Context: an optimization exercise on an open-source flow, tuned for a short achievable clock period and few clock cycles. The choices shown serve that exercise and are no tape-out recipe.
Only simulation tests tie the RTL to the original design; equivalence was not proved.
No activity file was given, so power comes from the tool's default toggle rates.

===== run.sh =====
#!/bin/bash
# synth_recipe.tcl (not shown) runs the flow's synth.tcl, then flattens the netlist and writes it again
# the make line also repeats each setting of config.mk as NAME=value (left out here)
make -C /OpenROAD-flow-scripts/flow DESIGN_CONFIG=/design/flow/config.mk WORK_HOME=/design/flow/orfs CLKGATE_MAP_FILE= SYNTH_SCRIPT=/design/flow/synth_recipe.tcl finish

===== config.mk =====
export PLATFORM = sky130hd
export DESIGN_NAME = pipelined_cpu
export DESIGN_NICKNAME = pipelined_cpu
export VERILOG_FILES = /design/flow/design.v
export SDC_FILE = /design/flow/constraint.sdc
export NUM_CORES = 8
export LEC_CHECK = 0
export ABC_CLOCK_PERIOD_IN_PS = 3000
export CAP_MARGIN = 20
export CORE_MARGIN = 2
export CORE_UTILIZATION = 40
export SETUP_SLACK_MARGIN = 5
export SLEW_MARGIN = 20
export TNS_END_PERCENT = 100

===== constraint.sdc =====
create_clock -name core_clock -period 8.0 [get_ports {clk}]
set_input_delay 1.6000 -clock core_clock [delete_from_list [all_inputs] [get_ports {clk}]]
set_output_delay 1.6000 -clock core_clock [all_outputs]
set_load 0.01 [all_outputs]

===== design.v =====
package cpu_pkg;
    localparam int DATA_W = 32;
    localparam int ADDR_W = 32;
    localparam int REG_AW = 5;
    localparam int PC_W   = 6;      
    localparam logic [5:0] OP_RTYPE = 6'h00;
    localparam logic [5:0] OP_ADDI  = 6'h08;
    localparam logic [5:0] OP_LW    = 6'h23;
    localparam logic [5:0] OP_SW    = 6'h2b;
    localparam logic [5:0] OP_BEQ   = 6'h04;
    localparam logic [5:0] OP_J     = 6'h02;
    localparam logic [5:0] FN_ADD = 6'h20;
    localparam logic [5:0] FN_SUB = 6'h22;
    localparam logic [5:0] FN_AND = 6'h24;
    localparam logic [5:0] FN_OR  = 6'h25;
    localparam logic [5:0] FN_SLT = 6'h2a;
    typedef enum logic [2:0] {
        ALU_ADD,
        ALU_SUB,
        ALU_AND,
        ALU_OR,
        ALU_SLT
    } alu_op_e;
endpackage
module fetch_stage #(
    parameter int IMEM_DEPTH = 64
) (
    input  logic                          clk,
    input  logic                          prog_we,
    input  logic [$clog2(IMEM_DEPTH)-1:0] prog_addr,
    input  logic [cpu_pkg::DATA_W-1:0]    prog_data,
    input  logic [$clog2(IMEM_DEPTH)-1:0] ra0,
    input  logic [$clog2(IMEM_DEPTH)-1:0] ra1,
    input  logic [$clog2(IMEM_DEPTH)-1:0] ra2,
    input  logic [$clog2(IMEM_DEPTH)-1:0] ra3,
    output logic [cpu_pkg::DATA_W-1:0]    rd0,
    output logic [cpu_pkg::DATA_W-1:0]    rd1,
    output logic [cpu_pkg::DATA_W-1:0]    rd2,
    output logic [4:0]                    cls0,
    output logic [4:0]                    cls1,
    output logic [4:0]                    cls2,
    output logic                          j3
);
    logic [cpu_pkg::DATA_W-1:0] imem [IMEM_DEPTH];
    logic [4:0]                 cls  [IMEM_DEPTH];
    logic [5:0]                 op;
    logic [4:0]                 wcls;
    assign op   = prog_data[31:26];
    assign wcls = {op == cpu_pkg::OP_J,
                   op == cpu_pkg::OP_RTYPE || op == cpu_pkg::OP_ADDI || op == cpu_pkg::OP_LW,
                   op == cpu_pkg::OP_LW, op == cpu_pkg::OP_SW, op == cpu_pkg::OP_BEQ};
    always_ff @(posedge clk) begin
        if (prog_we) begin
            imem[prog_addr] <= prog_data;
            cls[prog_addr]  <= wcls;
        end
    end
    assign rd0  = imem[ra0];
    assign rd1  = imem[ra1];
    assign rd2  = imem[ra2];
    assign cls0 = cls[ra0];
    assign cls1 = cls[ra1];
    assign cls2 = cls[ra2];
    assign j3   = cls[ra3][4];
endmodule
module reg_file (
    input  logic                       clk,
    input  logic                       rst_n,
    input  logic [3:0][cpu_pkg::REG_AW-1:0] ra,
    input  logic                       wb_en,
    input  logic [cpu_pkg::REG_AW-1:0] wb_addr,
    input  logic [cpu_pkg::DATA_W-1:0] wb_data,
    output logic [3:0][cpu_pkg::DATA_W-1:0] rd
);
    logic [cpu_pkg::DATA_W-1:0] regs [32];
    logic [31:0]                valid;
    always_ff @(posedge clk or negedge rst_n) begin
        if (!rst_n) begin
            valid <= '0;
        end else if (wb_en) begin
            valid[wb_addr] <= 1'b1;
        end
    end
    always_ff @(posedge clk) begin
        if (wb_en) begin
            regs[wb_addr] <= wb_data;
        end
    end
    for (genvar p = 0; p < 4; p++) begin : g_rd
        assign rd[p] = (wb_en && wb_addr == ra[p]) ? wb_data
                     : (valid[ra[p]] ? regs[ra[p]] : '0);
    end
endmodule
module decode_stage (
    input  logic [31:0]                w,
    output logic                       is_j,
    output logic                       wr,
    output logic                       is_lw,
    output logic                       is_sw,
    output logic                       is_br,
    output logic                       alu_imm,
    output cpu_pkg::alu_op_e           alu_op,
    output logic [cpu_pkg::REG_AW-1:0] rs,
    output logic [cpu_pkg::REG_AW-1:0] rt,
    output logic [cpu_pkg::REG_AW-1:0] dest
);
    logic [5:0] opcode, funct;
    logic       rtype_ok;
    assign opcode = w[31:26];
    assign funct  = w[5:0];
    assign rs     = w[25:21];
    assign rt     = w[20:16];
    always_comb begin
        rtype_ok = 1'b1;
        alu_op   = cpu_pkg::ALU_ADD;
        case (funct)
            cpu_pkg::FN_ADD: alu_op = cpu_pkg::ALU_ADD;
            cpu_pkg::FN_SUB: alu_op = cpu_pkg::ALU_SUB;
            cpu_pkg::FN_AND: alu_op = cpu_pkg::ALU_AND;
            cpu_pkg::FN_OR:  alu_op = cpu_pkg::ALU_OR;
            cpu_pkg::FN_SLT: alu_op = cpu_pkg::ALU_SLT;
            default:         rtype_ok = 1'b0;
        endcase
        if (opcode != cpu_pkg::OP_RTYPE) alu_op = cpu_pkg::ALU_ADD;
    end
    assign dest    = (opcode == cpu_pkg::OP_RTYPE) ? w[15:11] : w[20:16];
    assign is_j    = opcode == cpu_pkg::OP_J;
    assign is_lw   = opcode == cpu_pkg::OP_LW && dest != '0;
    assign is_sw   = opcode == cpu_pkg::OP_SW;
    assign is_br   = opcode == cpu_pkg::OP_BEQ && w[15:0] != '0;
    assign alu_imm = opcode != cpu_pkg::OP_RTYPE;
    assign wr      = dest != '0 && ((opcode == cpu_pkg::OP_RTYPE && rtype_ok)
                                    || opcode == cpu_pkg::OP_ADDI || opcode == cpu_pkg::OP_LW);
endmodule
module execute_stage (
    input  cpu_pkg::alu_op_e           op,
    input  logic [cpu_pkg::DATA_W-1:0] a,
    input  logic [cpu_pkg::DATA_W-1:0] b,
    output logic [cpu_pkg::DATA_W-1:0] y
);
    always_comb begin
        case (op)
            cpu_pkg::ALU_SUB: y = a - b;
            cpu_pkg::ALU_AND: y = a & b;
            cpu_pkg::ALU_OR:  y = a | b;
            cpu_pkg::ALU_SLT: y = {31'b0, $signed(a) < $signed(b)};
            default:          y = a + b;
        endcase
    end
endmodule
module memory_stage #(
    parameter int DMEM_DEPTH = 64
) (
    input  logic                          clk,
    input  logic                          rst_n,
    input  logic [$clog2(DMEM_DEPTH)-1:0] raddr,
    output logic [cpu_pkg::DATA_W-1:0]    rdata,
    input  logic                          we,
    input  logic [$clog2(DMEM_DEPTH)-1:0] waddr,
    input  logic [cpu_pkg::DATA_W-1:0]    wdata
);
    logic [cpu_pkg::DATA_W-1:0] dmem [DMEM_DEPTH];
    logic [DMEM_DEPTH-1:0]      valid;
    always_ff @(posedge clk or negedge rst_n) begin
        if (!rst_n) begin
            valid <= '0;
        end else if (we) begin
            valid[waddr] <= 1'b1;
        end
    end
    always_ff @(posedge clk) begin
        if (we) begin
            dmem[waddr] <= wdata;
        end
    end
    assign rdata = valid[raddr] ? dmem[raddr] : '0;
endmodule
module pipelined_cpu #(
    parameter int IMEM_DEPTH = 64,
    parameter int DMEM_DEPTH = 64
) (
    input  logic                          clk,
    input  logic                          rst_n,
    input  logic                          run,
    input  logic                          prog_we,
    input  logic [$clog2(IMEM_DEPTH)-1:0] prog_addr,
    input  logic [cpu_pkg::DATA_W-1:0]    prog_data,
    output logic [cpu_pkg::ADDR_W-1:0]    pc,
    output logic [cpu_pkg::DATA_W-1:0]    inst,
    output logic                          wb_en,
    output logic [cpu_pkg::REG_AW-1:0]    wb_addr,
    output logic [cpu_pkg::DATA_W-1:0]    wb_data
);
    localparam int PW = cpu_pkg::PC_W;
    localparam int DW = cpu_pkg::DATA_W;
    localparam int RW = cpu_pkg::REG_AW;
    logic w_taken, e_taken;                 
    logic [PW-1:0] w_br_tgt, e_bra_tgt;
    logic [PW-1:0] pc0, pc1, pc2, pc3;      
    logic [PW-1:0] pc_out;
    logic [DW-1:0] inst_out;
    logic [DW-1:0] wA, wB, wC;
    logic [4:0]    clsA, clsB, clsC;
    logic          d_j3;
    fetch_stage #(.IMEM_DEPTH(IMEM_DEPTH)) u_fetch (
        .clk, .prog_we, .prog_addr, .prog_data,
        .ra0(pc0), .ra1(pc1), .ra2(pc2), .ra3(pc3), .rd0(wA), .rd1(wB), .rd2(wC),
        .cls0(clsA), .cls1(clsB), .cls2(clsC), .j3(d_j3)
    );
    logic a_j, a_w, a_l, a_s, a_b;
    logic b_j, b_w, b_l, b_s, b_b;
    logic c_j;
    assign {a_j, a_w, a_l, a_s, a_b} = clsA;
    assign {b_j, b_w, b_l, b_s, b_b} = clsB;
    assign c_j = clsC[4];
    logic pair;
    assign pair = !a_j && !b_j && !(a_w && b_w) && !(a_s && (b_l || b_s)) && !(a_b && b_b);
    logic [PW-1:0] a_tgt, b_tgt, c_tgt;
    logic [PW-1:0] f_next0, f_next1, f_next2, f_next3;
    assign a_tgt = wA[PW-1:0];
    assign b_tgt = wB[PW-1:0];
    assign c_tgt = wC[PW-1:0];
    always_comb begin
        if (a_j) begin
            f_next0 = a_tgt;
            f_next1 = a_tgt + PW'(1);
            f_next2 = a_tgt + PW'(2);
            f_next3 = a_tgt + PW'(3);
        end else if (pair) begin
            f_next0 = c_j ? c_tgt          : pc2;
            f_next1 = c_j ? c_tgt + PW'(1) : pc3;
            f_next2 = c_j ? c_tgt + PW'(2) : pc3 + PW'(1);
            f_next3 = c_j ? c_tgt + PW'(3) : pc3 + PW'(2);
        end else begin
            f_next0 = b_j ? b_tgt          : pc1;
            f_next1 = b_j ? b_tgt + PW'(1) : pc2;
            f_next2 = b_j ? b_tgt + PW'(2) : pc3;
            f_next3 = b_j ? b_tgt + PW'(3) : pc3 + PW'(1);
        end
    end
    always_ff @(posedge clk or negedge rst_n) begin
        if (!rst_n) begin
            pc0 <= PW'(0);
            pc1 <= PW'(1);
            pc2 <= PW'(2);
            pc3 <= PW'(3);
        end else if (!run) begin
            pc0 <= PW'(0);
            pc1 <= PW'(1);
            pc2 <= PW'(2);
            pc3 <= PW'(3);
        end else if (w_taken) begin
            pc0 <= w_br_tgt;
            pc1 <= w_br_tgt + PW'(1);
            pc2 <= w_br_tgt + PW'(2);
            pc3 <= w_br_tgt + PW'(3);
        end else if (e_taken) begin
            pc0 <= e_bra_tgt;
            pc1 <= e_bra_tgt + PW'(1);
            pc2 <= e_bra_tgt + PW'(2);
            pc3 <= e_bra_tgt + PW'(3);
        end else begin
            pc0 <= f_next0;
            pc1 <= f_next1;
            pc2 <= f_next2;
            pc3 <= f_next3;
        end
    end
    always_ff @(posedge clk or negedge rst_n) begin
        if (!rst_n) begin
            pc_out <= '0;
        end else if (!run) begin
            pc_out <= '0;
        end else begin
            pc_out <= pc0;
        end
    end
    always_ff @(posedge clk) begin
        inst_out <= (prog_we && prog_addr == pc0) ? prog_data : wA;
    end
    assign pc   = {{(cpu_pkg::ADDR_W - PW - 2){1'b0}}, pc_out, 2'b00};
    assign inst = inst_out;
    logic          d_v, d_pair, d_bj, d_cj, d_dj;
    logic [DW-1:0] d_wA, d_wB;
    logic [PW-1:0] d_pc1;
    always_ff @(posedge clk or negedge rst_n) begin
        if (!rst_n) begin
            d_v <= 1'b0;
        end else begin
            d_v <= run && !a_j && !w_taken && !e_taken;
        end
    end
    always_ff @(posedge clk) begin
        d_wA   <= wA;
        d_wB   <= wB;
        d_pair <= pair;
        d_pc1  <= pc1;
        d_bj   <= b_j;
        d_cj   <= c_j;
        d_dj   <= d_j3;
    end
    logic             a_wr, a_lw, a_sw, a_br, a_imm, a_jx;
    logic             b_wr, b_lw, b_sw, b_br, b_imm, b_jx;
    cpu_pkg::alu_op_e a_op, b_op;
    logic [RW-1:0]    a_rs, a_rt, a_dest, b_rs, b_rt, b_dest;
    decode_stage u_dec_a (.w(d_wA), .is_j(a_jx), .wr(a_wr), .is_lw(a_lw), .is_sw(a_sw),
                          .is_br(a_br), .alu_imm(a_imm), .alu_op(a_op), .rs(a_rs), .rt(a_rt),
                          .dest(a_dest));
    decode_stage u_dec_b (.w(d_wB), .is_j(b_jx), .wr(b_wr), .is_lw(b_lw), .is_sw(b_sw),
                          .is_br(b_br), .alu_imm(b_imm), .alu_op(b_op), .rs(b_rs), .rt(b_rt),
                          .dest(b_dest));
    logic a_skip, b_skip;
    assign a_skip = (d_wA[15:0] == 16'd1 && !d_bj) || (d_wA[15:0] == 16'd2 && !d_bj && !d_cj);
    assign b_skip = (d_wB[15:0] == 16'd1 && !d_cj) || (d_wB[15:0] == 16'd2 && !d_cj && !d_dj);
    logic [3:0][RW-1:0] rf_ra;
    logic [3:0][DW-1:0] rf_rd;
    assign rf_ra[0] = a_rs;
    assign rf_ra[1] = a_rt;
    assign rf_ra[2] = b_rs;
    assign rf_ra[3] = b_rt;
    reg_file u_reg_file (
        .clk, .rst_n, .ra(rf_ra), .wb_en, .wb_addr, .wb_data, .rd(rf_rd)
    );
    logic          x_in_a, s_in_a;               
    logic [RW-1:0] x_rs, x_rt, s_rs, s_rt;
    logic [DW-1:0] x_imm;
    logic          x_use_imm;
    assign x_in_a    = a_wr;
    assign s_in_a    = a_sw;
    assign x_rs      = x_in_a ? a_rs : b_rs;
    assign x_rt      = x_in_a ? a_rt : b_rt;
    assign x_use_imm = x_in_a ? a_imm : b_imm;
    assign x_imm     = x_in_a ? {{16{d_wA[15]}}, d_wA[15:0]} : {{16{d_wB[15]}}, d_wB[15:0]};
    assign s_rs      = s_in_a ? a_rs : b_rs;
    assign s_rt      = s_in_a ? a_rt : b_rt;
    logic [DW-1:0] x_a_val, x_b_val, s_a_val, s_b_val;
    assign x_a_val = x_in_a ? rf_rd[0] : rf_rd[2];
    assign x_b_val = x_use_imm ? x_imm : (x_in_a ? rf_rd[1] : rf_rd[3]);
    assign s_a_val = s_in_a ? rf_rd[0] : rf_rd[2];
    assign s_b_val = s_in_a ? rf_rd[1] : rf_rd[3];
    logic                    e_v, e_pair;
    logic                    e_wr_v, e_wr_b, e_lw;
    cpu_pkg::alu_op_e        e_op;
    logic [RW-1:0]           e_dest;
    logic [7:0]              e_off;
    logic [DW-1:0]           e_xa, e_xb;
    logic                    e_fxa, e_fxb;
    logic [5:0]              e_ld_pre;
    logic                    e_st_v, e_st_b;
    logic [7:0]              e_st_off;
    logic [DW-1:0]           e_sa, e_sb;
    logic                    e_fsa, e_fsb;
    logic                    e_st_ob, e_st_od;       
    logic                    e_bra_v, e_bra_skip;
    logic [1:0]              e_bra_k;
    logic [DW-1:0]           e_ba, e_bb;
    logic                    e_fba, e_fbb;
    logic                    e_brb_v, e_brb_oa, e_brb_ob, e_brb_skip;
    logic [1:0]              e_brb_k;
    logic [PW-1:0]           e_brb_tgt;
    logic [DW-1:0]           e_ca, e_cb;
    logic                    e_fca, e_fcb;
    logic                    wb_en_d;                
    logic d_ok;       
    assign d_ok = d_v && !w_taken && !e_taken;
    logic [7:0] ld_pre_sum;
    assign ld_pre_sum = x_a_val[7:0] + x_imm[7:0];
    function automatic logic fwd_match(input logic [RW-1:0] r, input logic [RW-1:0] d,
                                       input logic en);
        fwd_match = en && r == d;
    endfunction
    always_ff @(posedge clk or negedge rst_n) begin
        if (!rst_n) begin
            e_v     <= 1'b0;
            e_wr_v  <= 1'b0;
            e_st_v  <= 1'b0;
            e_bra_v <= 1'b0;
            e_brb_v <= 1'b0;
        end else begin
            e_v     <= d_ok;
            e_wr_v  <= d_ok && (a_wr || (d_pair && b_wr));
            e_st_v  <= d_ok && (a_sw || (d_pair && b_sw));
            e_bra_v <= d_ok && a_br;
            e_brb_v <= d_ok && d_pair && b_br;
        end
    end
    always_ff @(posedge clk) begin
        e_pair     <= d_pair;
        e_wr_b     <= !x_in_a;
        e_lw       <= x_in_a ? a_lw : b_lw;
        e_op       <= x_in_a ? a_op : b_op;
        e_dest     <= x_in_a ? a_dest : b_dest;
        e_off      <= x_imm[7:0];
        e_xa       <= x_a_val;
        e_xb       <= x_b_val;
        e_fxa      <= fwd_match(x_rs, e_dest, wb_en_d);
        e_fxb      <= fwd_match(x_rt, e_dest, wb_en_d) && !x_use_imm;
        e_ld_pre   <= ld_pre_sum[7:2];
        e_st_b     <= !s_in_a;
        e_st_off   <= s_in_a ? d_wA[7:0] : d_wB[7:0];
        e_sa       <= s_a_val;
        e_sb       <= s_b_val;
        e_fsa      <= fwd_match(s_rs, e_dest, wb_en_d);
        e_fsb      <= fwd_match(s_rt, e_dest, wb_en_d);
        e_st_ob    <= !s_in_a && a_wr && a_dest == b_rs;
        e_st_od    <= !s_in_a && a_wr && a_dest == b_rt;
        e_bra_tgt  <= d_pc1 + d_wA[PW-1:0];
        e_bra_skip <= a_skip;
        e_bra_k    <= d_wA[1:0];
        e_ba       <= rf_rd[0];
        e_bb       <= rf_rd[1];
        e_fba      <= fwd_match(a_rs, e_dest, wb_en_d);
        e_fbb      <= fwd_match(a_rt, e_dest, wb_en_d);
        e_brb_tgt  <= d_pc1 + PW'(1) + d_wB[PW-1:0];
        e_brb_skip <= b_skip;
        e_brb_k    <= d_wB[1:0];
        e_ca       <= rf_rd[2];
        e_cb       <= rf_rd[3];
        e_fca      <= fwd_match(b_rs, e_dest, wb_en_d);
        e_fcb      <= fwd_match(b_rt, e_dest, wb_en_d);
        e_brb_oa   <= a_wr && a_dest == b_rs;
        e_brb_ob   <= a_wr && a_dest == b_rt;
    end
    logic [DW-1:0] xa, xb, sa, sb, ba, bb, ca, cb;
    assign xa = e_fxa ? wb_data : e_xa;
    assign xb = e_fxb ? wb_data : e_xb;
    assign sa = e_fsa ? wb_data : e_sa;
    assign sb = e_fsb ? wb_data : e_sb;
    assign ba = e_fba ? wb_data : e_ba;
    assign bb = e_fbb ? wb_data : e_bb;
    assign ca = e_fca ? wb_data : e_ca;
    assign cb = e_fcb ? wb_data : e_cb;
    logic [DW-1:0] alu_y, ld_data, e_result;
    execute_stage u_alu (.op(e_op), .a(xa), .b(xb), .y(alu_y));
    logic [5:0]    ld_addr;
    logic [7:0]    ld_fwd_sum;
    logic [DW-1:0] dm_rdata;
    logic          w_st_v;
    logic [5:0]    st_addr;
    logic [DW-1:0] st_data;
    assign ld_fwd_sum = wb_data[7:0] + e_off;
    assign ld_addr    = e_fxa ? ld_fwd_sum[7:2] : e_ld_pre;
    memory_stage #(.DMEM_DEPTH(DMEM_DEPTH)) u_memory (
        .clk, .rst_n, .raddr(ld_addr), .rdata(dm_rdata),
        .we(w_st_v), .waddr(st_addr), .wdata(st_data)
    );
    assign ld_data  = (w_st_v && st_addr == ld_addr) ? st_data : dm_rdata;
    assign e_result = e_lw ? ld_data : alu_y;
    logic       w_skip;
    logic [1:0] w_br_k, skip_cnt, n_kill;
    logic       kill_a, kill_b;
    assign n_kill = w_skip ? w_br_k : skip_cnt;
    assign kill_a = n_kill != 2'd0;
    logic e_res, e_skip;
    assign e_res   = e_bra_v && !kill_a && !w_taken && ba == bb;
    assign e_taken = e_res && !e_bra_skip;
    assign e_skip  = e_res && e_bra_skip;
    assign kill_b  = n_kill[1] || e_res;
    assign wb_en_d = e_wr_v && !w_taken && !(e_wr_b ? kill_b : kill_a);
    logic [7:0]    w_st_base, w_st_off;
    logic [DW-1:0] w_st_data;
    logic          w_st_ob, w_st_od;
    logic          w_br_v, w_br_oa, w_br_ob, w_br_skip;
    logic [DW-1:0] w_br_a, w_br_b;
    always_ff @(posedge clk or negedge rst_n) begin
        if (!rst_n) begin
            wb_en    <= 1'b0;
            w_st_v   <= 1'b0;
            w_br_v   <= 1'b0;
            skip_cnt <= 2'd0;
        end else begin
            wb_en  <= wb_en_d;
            w_st_v <= e_st_v && !w_taken && !(e_st_b ? kill_b : kill_a);
            w_br_v <= e_brb_v && !w_taken && !kill_b;
            if (!run || w_taken || e_taken) begin
                skip_cnt <= 2'd0;
            end else if (e_skip) begin
                skip_cnt <= e_bra_k - {1'b0, e_pair};
            end else if (!e_v || n_kill == 2'd0) begin
                skip_cnt <= n_kill;
            end else if (e_pair || n_kill == 2'd1) begin
                skip_cnt <= 2'd0;
            end else begin
                skip_cnt <= 2'd1;
            end
        end
    end
    always_ff @(posedge clk) begin
        wb_addr   <= e_dest;
        wb_data   <= e_result;
        w_st_base <= sa[7:0];
        w_st_data <= sb;
        w_st_off  <= e_st_off;
        w_st_ob   <= e_st_ob && wb_en_d;
        w_st_od   <= e_st_od && wb_en_d;
        w_br_a    <= ca;
        w_br_b    <= cb;
        w_br_oa   <= e_brb_oa && wb_en_d;
        w_br_ob   <= e_brb_ob && wb_en_d;
        w_br_tgt  <= e_brb_tgt;
        w_br_skip <= e_brb_skip;
        w_br_k    <= e_brb_k;
    end
    logic [7:0]    st_sum;
    logic [DW-1:0] br_a, br_b;
    logic          w_eq;
    assign st_sum  = (w_st_ob ? wb_data[7:0] : w_st_base) + w_st_off;
    assign st_addr = st_sum[7:2];
    assign st_data = w_st_od ? wb_data : w_st_data;
    assign br_a    = w_br_oa ? wb_data : w_br_a;
    assign br_b    = w_br_ob ? wb_data : w_br_b;
    assign w_eq    = br_a == br_b;
    assign w_taken = w_br_v && w_eq && !w_br_skip;
    assign w_skip  = w_br_v && w_eq && w_br_skip;
endmodule

==> summary.txt <==
STA
  – Setup slack after layout: 3590 ps
  – Slew @ Worst Pin: 1250 ps
  – Final Cycle Share: 55.1%
  – Setup Viol. Count Final: 0
  – Min Tclk post-route: 4410 ps
  – Worst Clk Skew: 146 ps
  – Final Hold Fails: 0
  – RSZ-0062 raised after global routing: yes
  – Slew Viols, Final: 0
  – Fmax: 0.227 GHz
  – Rel. slew slack: 16.5%
  – Setup_tns: 0 ps

Global routing
  – Grt ovf: 0
  – GR Util met2: 46.2%
  – Largest net degree at the start of global routing: 101
  – Met3 global-route usage: 13.8%
  – Initial antenna violation count: 136
  – Gr usage total: 32.5%
  – Vias in the first global route: 195000
  – Most used routing layer: met2
  – GR met1 Demand/Resource: 42.3%
  – Global-route wire length before repair: 1670000 um

Route
  – Via-to-Cell Ratio: 6.95
  – Vias post-DR: 212000
  – Post-route ant nets: 0
  – DRC: 0
  – DRT Pass-1 Iters: 10
  – Detailed Route WL: 1270000 um
  – Detailed Route Iter0 Violations: 41000
  – WL per Instance: 41.7 um

Layout
  – Non-Filler Instances: 30400
  – Share of cells above drive strength 1: 40.1%
  – Layout net count: 20200
  – Fillers: 57500
  – Area delta synth->final: 27.9%

CTS
  – Clk root buf: clkbuf_16
  – Clock Tree Buf Depth: 4
  – Clk Latency, worst-skew pair: 1250 ps
  – H-tree depth: 6
  – CTS tree: yes
  – Sink Count: 6141
  – Clk pin slew, worst setup/hold paths: 60 ps
  – Hold-fix buffer count after cts: 0
  – CTS Buf Count: 655

Placed design
  – Final HPWL DP: 621000 um
  – Pre-CTS WS: 1910 ps
  – # port buffers: 117
  – GPL Wtd Cong: 0.916
  – DP Cell Count: 27100

Floorplanning
  – Cell row count: 314
  – Die ar.: 741000 um^2
  – Core region area: 732000 um^2
  – Num ports: 144
  – Die X: 861 um
  – Initial Util: 40.2%
  – Die Ht: 861 um

Synth
  – Area contributors post-synth: edfxtp_1, mux4_2, dfxtp_1
  – Area of the mapped netlist: 294000 um^2
  – Ys Warns: 6
  – Cells after Synth: 18000
  – #FFs+latches synth: 6141
  – Share of the synthesized area in the top cell type: 55.6%
  – Synth area leader: edfxtp_1
  – Asr flop ratio synth: 2.23%
  – Distinct cells, synth: 99
  – Seq/Total Area, Yosys: 60.6%
  – Top FF cell, synth: edfxtp_1
  – Post-synth EDFFs: 5440
  – Synthesized area per cell: 16.4 um^2

Power
  – Clock power frac: 20.8%
  – Seq pwr share: 27.0%
  – Leakage: 127 nW
  – Combinational power share: 52.2%
  – P_int: 87.0 mW
  – PD cells: 387 nW/um^2
  – VDD IR max: 0.334 mV
  – Net Switching: 58.3 mW
  – Sw frac: 40.1%

Setup path
  – Worst path required time: 9050 ps
  – CP Launch Type: register
  – Maximum fanout along the worst path: 33
  – Setup crit end kind: register
  – Crit path arrival time: 5460 ps
  – Type of the worst setup path: register to register

Job
  – Number of max-cap violations: 0

Min path
  – Hold Path Class: register to register

Outcome
  – Status: finished clean
==> sequential cells by signal (all words and copies together) (netlist names), 64 cells and up <==
signal and flops:
u_fetch.cls 320, u_fetch.imem 2048, u_memory.valid 64, u_memory.dmem 2048, u_reg_file.regs 1024
==> metrics by stage <==
stage | utilization (%) | power (mW) | area (um^2) | hold WS, ps
after CTS | 50.2 | 138 | 367000 | 329
final | 51.4 | 145 | 376000 | 326
after detailed placement | 42.2 | 90.5 | 309000 | 315
after global placement | 42.2 | 90.4 | 309000 | 311
after global routing | 51.3 | 147 | 375000 | 334
after floorplan | - | 72.1 | 298000 | 310
==> critical path, cell delays in order, from the launching register on <==
cell and delay (ps):
dfxtp_4 380, ha_4 310, a31oi_4 120, xnor2_4 330
a21o_4 200, buf_12 210, buf_16 260, buf_4 520
nand2_1 180, nand3_1 170, nand3_1 190, a311oi_2 610
o22ai_2 300, a221oi_2 340
==> final cells by class <==
type	count	area [um^2]	share of cell area (%)
Antenna cell	124	310	0.0826
Clock buffer	837	17400	4.63
Clock inverter	354	3330	0.888
Inverter	281	1130	0.300
Multi-Input combinational cell	10100	118000	31.5
Sequential cell	6141	178000	47.5
Tap cell	9796	12300	3.26
Timing Repair Buffer	2794	44400	11.8
Timing Repair inverter	5	41.3	0.0110
==> layer usage <==
| layer | wire length [um] | vias up |
|---|---|---|
| li1 | - | 77700 |
| met1 | 428000 | 109000 |
| met2 | 531000 | 20200 |
| met3 | 216000 | 4669 |
| met4 | 91600 | 114 |
| met5 | 2150 | - |
==> kinds of logic after synthesis <==
logic type      Yosys count  synth area share, %
compound gates         1791                 4.33
xor+xnor                197                0.587
fa+ha+maj               156                0.675
buf+inv                1754                 2.51
flops                  6141                 60.6
mux                    3652                 24.9
other cells               1              0.00128
simple gates           4266                 6.40
==> Yosys cell counts, types with 19 or more instances <==
cell,number
nor2b_1,45
mux2i_1,556
xnor2_1,119
inv_1,268
a22o_1,41
buf_1,242
nor4_1,27
a21o_1,74
a311oi_1,107
nand3b_1,19
mux4_2,2901
dfrtp_1,133
buf_4,59
mux2_2,195
o31ai_1,20
dfxtp_1,564
or3_1,28
o221ai_1,89
o22ai_1,73
o21bai_1,60
a211oi_1,96
nand4_1,61
a31oi_1,166
o21ai_0,265
and3_1,120
nor4b_1,45
and2_1,54
xor2_1,78
clkbuf_1,789
a221oi_1,104
nor2_1,612
nand2b_1,34
a21oi_1,243
edfxtp_1,5440
nor3_1,89
ha_1,152
o211ai_1,77
nand2_1,2178
nand3_1,871
buf_2,368
a221o_1,38
a32oi_1,54
a22oi_1,124
==> path summary, 6_finish.rpt <==
kind	startpoint	to	slack, ps	cells past startpoint
max reg2reg	wb_data[1]	wb_data[2]	3590	13
min	e_brb_tgt[0]	w_br_tgt[0]	330	0
min reg2reg	e_brb_tgt[0]	w_br_tgt[0]	330	0
max	wb_data[1]	wb_data[2]	3590	13
min in group asynchronous	rst_n	pc_out[0]	420	1
max in group asynchronous	rst_n	u_memory.valid[38]	6020	2
==> cells in the final DEF (no fill, tap or decap), drive strengths merged, types with 60 or more instances in the layout <==
cell / count
clkbuf: 916
buf: 2613
edfxtp: 5440
xor2: 78
o22ai: 73
nand4: 62
mux4: 2901
diode: 124
bufbuf: 95
a21oi: 246
o221ai: 89
and3: 125
o211ai: 78
ha: 152
a221oi: 104
nand2: 2179
a31oi: 167
a21o: 81
clkinv: 280
a311oi: 107
xnor2: 119
dfxtp: 564
o21ai: 266
dfrtp: 133
nor3: 92
mux2: 195
o21bai: 60
a211oi: 97
nand3: 872
nor2: 617
mux2i: 556
inv: 312
a22oi: 124
==> what timing repair did <==
item	4_1_cts	5_1_grt
cloned	455	79
setup buffers	1182	358
endpoints found under the setup margin	5514	2747
hold endpoints to repair	0	0
gates resized for setup	3364	721
pin swaps	464	322
==> power groups by stage <==
stage	logic [mW]	clock network (mW)	registers (mW)
final	75.9	30.2	39.3
after global routing	76.5	31.3	39.2
after CTS	68.8	30.1	39.1
after detailed placement	49.5	0	41.0
after global placement	49.5	0	41.0
after floorplan	33.3	0	38.9
Testbench counts, summed over its fixed seeds: cycles 9,927.

-- re-timing with driven ports --
Ports are ideal in the flow. The routed layout listed here was re-timed in OpenROAD. Step 1 sets driving cells, clkbuf_16 on the clock port and buf_2 on the other inputs (assumed; they add their load-dependent delay and slew). Step 2 adds t to the input delays and takes it off the output delays; t is the mean of the earliest and latest rising clock arrival at the registers after step 1. Input paths then give back, and output paths get back, about the clock's delay inside the block. a / b / c = ideal / step 1 / step 2; a / b = the first two.
t (ns): 1.324
setup WS [ns]: 3.593 / 3.593 / 3.593
worst data-port slew with drivers (ns): 0.32
pins driven straight from the clock port: 1
After both steps this run still meets setup and hold. The setup slack of this run moves by 0.000 ns with the drivers and by 0.000 ns with both steps.
